What follows belongs to an exercise in optimizing a design on an open flow for small area; a production flow would make more cautious choices.
Only simulation tests tie the RTL to the original design; equivalence was not proved.
No activity file was given, so power comes from the tool's default toggle rates.

==> flow/design.v <==
`timescale 1ns/10ps
package active_list_pkg;
  typedef logic [$clog2(32)-1:0] al_index_t;
  typedef logic [$clog2(8)-1:0] dq_index_t;  
  typedef logic [6-1:0] reg_addr_t;  
  typedef logic [32-1:0] data_t;  
  typedef struct packed {
    reg_addr_t logical;   
    reg_addr_t physical;  
  } map_pair_t;
  typedef struct packed {
    al_index_t tag;   
    data_t     data;
  } wb_result_t;
  typedef struct packed {
    reg_addr_t physical;  
    data_t     data;      
  } commit_t;
endpackage
`timescale 1ns/10ps
module active_list (
  input  logic        clk,
  input  logic        rst_n,
  input  logic        add_mapping,    
  input  logic [11:0] alloc_pair,     
  output logic [4:0]  alloc_tag,      
  input  logic        wb_valid,
  input  logic [36:0] wb_result,      
  input  logic        commit_ack,     
  input  logic        flush,
  output logic        commit_valid,
  output logic [37:0] commit,         
  output logic        restore_valid,  
  output logic [11:0] restore_pair,   
  output logic        flush_busy,
  output logic        dq_full         
);
  localparam int AW = $clog2(32);
  localparam int PW = 2 * 6;
  localparam int DW = 32;
  localparam int NS = 8;
  active_list_pkg::wb_result_t wb_res;
  assign wb_res = active_list_pkg::wb_result_t'(wb_result);
  logic [PW-1:0]        pair_mem [32];  
  logic [AW:0]          head;                  
  logic [AW:0]          tail;                  
  logic                 walking;               
  logic                 list_empty;
  logic                 alloc_accept;
  logic                 wb_write;
  logic                 retire;
  logic                 walk_step;
  logic [AW-1:0]        rd_index;              
  logic [PW-1:0]        rd_pair;
  logic [DW-1:0]        slot_data [NS];        
  logic [AW-1:0]        slot_tag  [NS];        
  logic [NS-1:0]        slot_busy;             
  logic [NS-1:0]        slot_free;             
  logic [NS-1:0]        hit;                   
  logic [DW-1:0]        head_data;
  assign list_empty   = (head == tail);
  assign dq_full      = &slot_busy;
  assign flush_busy   = walking;
  assign alloc_accept = add_mapping && !walking;
  assign wb_write     = wb_valid && !walking && !dq_full;
  assign walk_step    = walking && !list_empty;
  assign alloc_tag     = tail[AW-1:0];
  assign restore_valid = walk_step;
  always_comb begin
    head_data = '0;
    for (int i = 0; i < NS; i++) begin
      hit[i]    = slot_busy[i] && (slot_tag[i] == head[AW-1:0]);
      head_data = head_data | ({DW{hit[i]}} & slot_data[i]);
    end
  end
  assign commit_valid = !list_empty && !walking && (|hit);
  assign retire       = commit_ack && commit_valid;
  assign rd_index = walking ? (tail[AW-1:0] - 1'b1) : head[AW-1:0];
  always_comb begin
    rd_pair = '0;
    for (int i = 0; i < 32; i++) begin
      rd_pair = rd_pair | ({PW{rd_index == AW'(i)}} & pair_mem[i]);
    end
  end
  assign restore_pair = rd_pair;
  assign commit       = {rd_pair[6-1:0], head_data};
  always_comb begin
    logic below_busy;
    below_busy = 1'b1;
    for (int i = 0; i < NS; i++) begin
      slot_free[i] = below_busy && !slot_busy[i];
      below_busy   = below_busy && slot_busy[i];
    end
  end
  always_ff @(posedge clk or negedge rst_n) begin
    if (!rst_n) begin
      head      <= '0;
      tail      <= '0;
      walking   <= 1'b0;
      slot_busy <= '0;
    end else begin
      if (retire) begin
        head <= head + 1'b1;
      end
      if (walk_step) begin
        tail <= tail - 1'b1;
      end else if (alloc_accept) begin
        tail <= tail + 1'b1;
      end
      if (!walking) begin
        walking <= flush;
      end else if (list_empty) begin
        walking <= 1'b0;
      end
      if (flush && !walking) begin
        slot_busy <= '0;  
      end else begin
        for (int i = 0; i < NS; i++) begin
          if (wb_write && slot_free[i]) begin
            slot_busy[i] <= 1'b1;
          end else if (retire && hit[i]) begin
            slot_busy[i] <= 1'b0;
          end
        end
      end
    end
  end
  always_ff @(posedge clk) begin
    if (alloc_accept) begin
      pair_mem[tail[AW-1:0]] <= alloc_pair;
    end
    for (int i = 0; i < NS; i++) begin
      if (wb_write && slot_free[i]) begin
        slot_data[i] <= wb_res.data;
        slot_tag[i]  <= wb_res.tag;
      end
    end
  end
endmodule
export LEC_CHECK = 0
export CAP_MARGIN = 0
export CORE_MARGIN = 2
export CORE_UTILIZATION = 70
export GPL_TIMING_DRIVEN = 0
export SLEW_MARGIN = 0
create_clock -name core_clock -period 7.5 [get_ports {clk}]
standard.sh (not shown) runs the stock make flow with config.mk's settings and CLKGATE_MAP_FILE= SYNTH_SCRIPT=/design/flow/synth_recipe.tcl, a recipe that flattens the netlist after the stock synthesis.
==> flow/flow/run.sh <==
#!/bin/bash
# Own flow: the standard layout (standard.sh), with these changes:
#  - synthesis is the standard one except for the ABC script that maps the
#    combinational logic, which is flow/abc_area_map.script (area recovery
#    with &nf -R instead of the delay-driven default); registers, their
#    names and cell types are untouched, since dfflibmap runs before ABC
#  - port buffers use the smallest buffer, sky130_fd_sc_hd__buf_1
#  - clock tree synthesis clusters up to 16 flip-flops within 60 um under
#    each clkbuf_8 and inserts no dummy loads
# Each ORFS step writes its tool's full output to orfs/logs/; the whole
# make output also goes to standard.log in this folder.
set -euo pipefail
here=$(pwd)
rm -rf "$here/scripts_own"
cp -r "$FLOW_HOME/scripts" "$here/scripts_own"
cp "$here/flow/abc_area_map.script" "$here/scripts_own/abc_speed.script"
export SCRIPTS_DIR="$here/scripts_own"
export BUFFER_PORTS_ARGS="-buffer_cell sky130_fd_sc_hd__buf_1"
export CTS_ARGS="-sink_clustering_enable -repair_clock_nets -dont_use_dummy_load -sink_clustering_size 16 -sink_clustering_max_diameter 60 -buf_list {sky130_fd_sc_hd__clkbuf_8}"
bash standard.sh > standard.log 2>&1
==> flow/flow/abc_area_map.script <==
&get -n
&st
&syn3
&dch -f
&nf -R 2000 -p
&st
&syn3
&dch -f
&nf -R 2000 -p
&put
topo
dnsize -c
The first run ran to the end with no violations.
Change:
==> flow/flow/run.sh (replaced) <==
#!/bin/bash
# Own flow: the standard layout (standard.sh: unchanged synthesis,
# floorplan, placement and routing), with two knobs of the layout steps set:
#  - port buffers use the smallest buffer, sky130_fd_sc_hd__buf_1
#  - clock tree synthesis clusters up to 16 flip-flops within 60 um under
#    each clkbuf_8 and inserts no dummy loads
# Each ORFS step writes its tool's full output to orfs/logs/; the whole
# make output also goes to standard.log in this folder.
set -euo pipefail
export BUFFER_PORTS_ARGS="-buffer_cell sky130_fd_sc_hd__buf_1"
export CTS_ARGS="-sink_clustering_enable -repair_clock_nets -dont_use_dummy_load -sink_clustering_size 16 -sink_clustering_max_diameter 60 -buf_list {sky130_fd_sc_hd__clkbuf_8}"
bash standard.sh > standard.log 2>&1
- CAP_MARGIN: 0 -> 20
- CORE_UTILIZATION: 70 -> 65
- GPL_TIMING_DRIVEN: 0 -> unset
- SLEW_MARGIN: 0 -> 20
removed: flow/flow/abc_area_map.script
Effect: Design area grows by 3.4%. Total power rose by 17%. Routed wire length increases by 11%. Clock skew is higher by 8.9 ps. Global-route usage shrinks by 0.86 points. Utilization shrinks by 6.8 points.
Change:
==> flow/flow/run.sh (replaced) <==
#!/bin/bash
# Own flow: the standard layout (standard.sh), with these changes:
#  - synthesis is the standard one except for the ABC script that maps the
#    combinational logic, which is flow/abc_area_map.script (area recovery
#    with &nf -R instead of the delay-driven default); registers, their
#    names and cell types are untouched, since dfflibmap runs before ABC
#  - port buffers use the smallest buffer, sky130_fd_sc_hd__buf_1
#  - clock tree synthesis clusters up to 16 flip-flops within 60 um under
#    each clkbuf_8 and inserts no dummy loads
# Each ORFS step writes its tool's full output to orfs/logs/; the whole
# make output also goes to standard.log in this folder.
set -euo pipefail
here=$(pwd)
rm -rf "$here/scripts_own"
cp -r "$FLOW_HOME/scripts" "$here/scripts_own"
cp "$here/flow/abc_area_map.script" "$here/scripts_own/abc_speed.script"
export SCRIPTS_DIR="$here/scripts_own"
export BUFFER_PORTS_ARGS="-buffer_cell sky130_fd_sc_hd__buf_1"
export CTS_ARGS="-sink_clustering_enable -repair_clock_nets -dont_use_dummy_load -sink_clustering_size 16 -sink_clustering_max_diameter 60 -buf_list {sky130_fd_sc_hd__clkbuf_8}"
bash standard.sh > standard.log 2>&1
==> flow/flow/abc_area_map.script (new file) <==
&get -n
&st
&syn3
&dch -f
&nf -R 2000 -p
&st
&syn3
&dch -f
&nf -R 2000 -p
&put
topo
dnsize -c
- CAP_MARGIN: 20 -> 0
- CORE_UTILIZATION: 65 -> 60
- PLACE_DENSITY: unset -> 0.8
- SLEW_MARGIN: 20 -> 0
=>
- routed wire length falls by 8.0%
- register-to-register slack got worse by 230 ps
- clock power falls by about 2%
- first-iteration DRC count rises by 8.2%
- power falls by 16%
Change:
==> flow/flow/abc_area_map.script (replaced) <==
&get -n
&st
&syn2
&dch -f
&nf -R 1000
&st
&syn2
&dch -f
&nf -R 1000
&st
&synch2
&nf -R 1000
&put
topo
dnsize -c
- CAP_MARGIN: 0 -> 20
- CORE_UTILIZATION: 60 -> 65
- PLACE_DENSITY: 0.8 -> unset
- SLEW_MARGIN: 0 -> 20
Clock skew rises by 28 ps; setup slack is worse by 660 ps; area after synthesis rises by 1.5%.
Change:
==> flow/flow/run.sh (replaced) <==
#!/bin/bash
# Own flow: the standard layout (standard.sh: unchanged synthesis,
# floorplan, placement and routing), with two knobs of the layout steps set:
#  - port buffers use the smallest buffer, sky130_fd_sc_hd__buf_1
#  - clock tree synthesis clusters up to 16 flip-flops within 60 um under
#    each clkbuf_8 and inserts no dummy loads
# Each ORFS step writes its tool's full output to orfs/logs/; the whole
# make output also goes to standard.log in this folder.
set -euo pipefail
export BUFFER_PORTS_ARGS="-buffer_cell sky130_fd_sc_hd__buf_1"
export CTS_ARGS="-sink_clustering_enable -repair_clock_nets -dont_use_dummy_load -sink_clustering_size 16 -sink_clustering_max_diameter 60 -buf_list {sky130_fd_sc_hd__clkbuf_8}"
bash standard.sh > standard.log 2>&1
- CAP_MARGIN: 20 -> 0
- CORE_UTILIZATION: 65 -> 75
- SLEW_MARGIN: 20 -> 0
removed: flow/flow/abc_area_map.script
Worst setup slack loses 150 ps. Area after synthesis rose by 4.8%. Cell area grows by 1.7%.

==> what the ideal ports hide <==
No port has a modelled driver above. Below, the same layouts with a new extraction and two added sets of constraints.
Step 1 (the two cells are an assumption about what drives the block):
set clk [get_ports {clk}]
set_driving_cell -lib_cell sky130_fd_sc_hd__clkbuf_16 $clk
set_driving_cell -lib_cell sky130_fd_sc_hd__buf_2 [delete_from_list [all_inputs] $clk]
Step 2 times the ports against the registers' clock, not the clock port: input delays grow and output delays shrink by t, the midpoint of the rising clock arrivals with the driver on.
a / b / c = no drivers / after step 1 / after step 2; a / b = the first two.
| run | t (ns) | slack for setup (ns) | hold slack, ns | slew at the worst register clock pin (ns) |
|---|---|---|---|---|
| the first run | 0.677 | 1.300 / 1.250 / 1.927 | 0.498 / 0.498 / 0.498 | 0.10 / 0.10 |
| the second run | 0.716 | 0.992 / 0.937 / 1.653 | 0.472 / 0.472 / 0.472 | 0.10 / 0.10 |
| the third run | 0.681 | 1.543 / 1.490 / 2.171 | 0.493 / 0.493 / 0.493 | 0.10 / 0.10 |
| the fourth run | 0.693 | 0.883 / 0.829 / 1.522 | 0.494 / 0.494 / 0.494 | 0.10 / 0.10 |
| the fifth run | 0.701 | 0.738 / 0.684 / 1.385 | 0.506 / 0.506 / 0.506 | 0.10 / 0.10 |
After both steps every run listed still meets setup and hold.
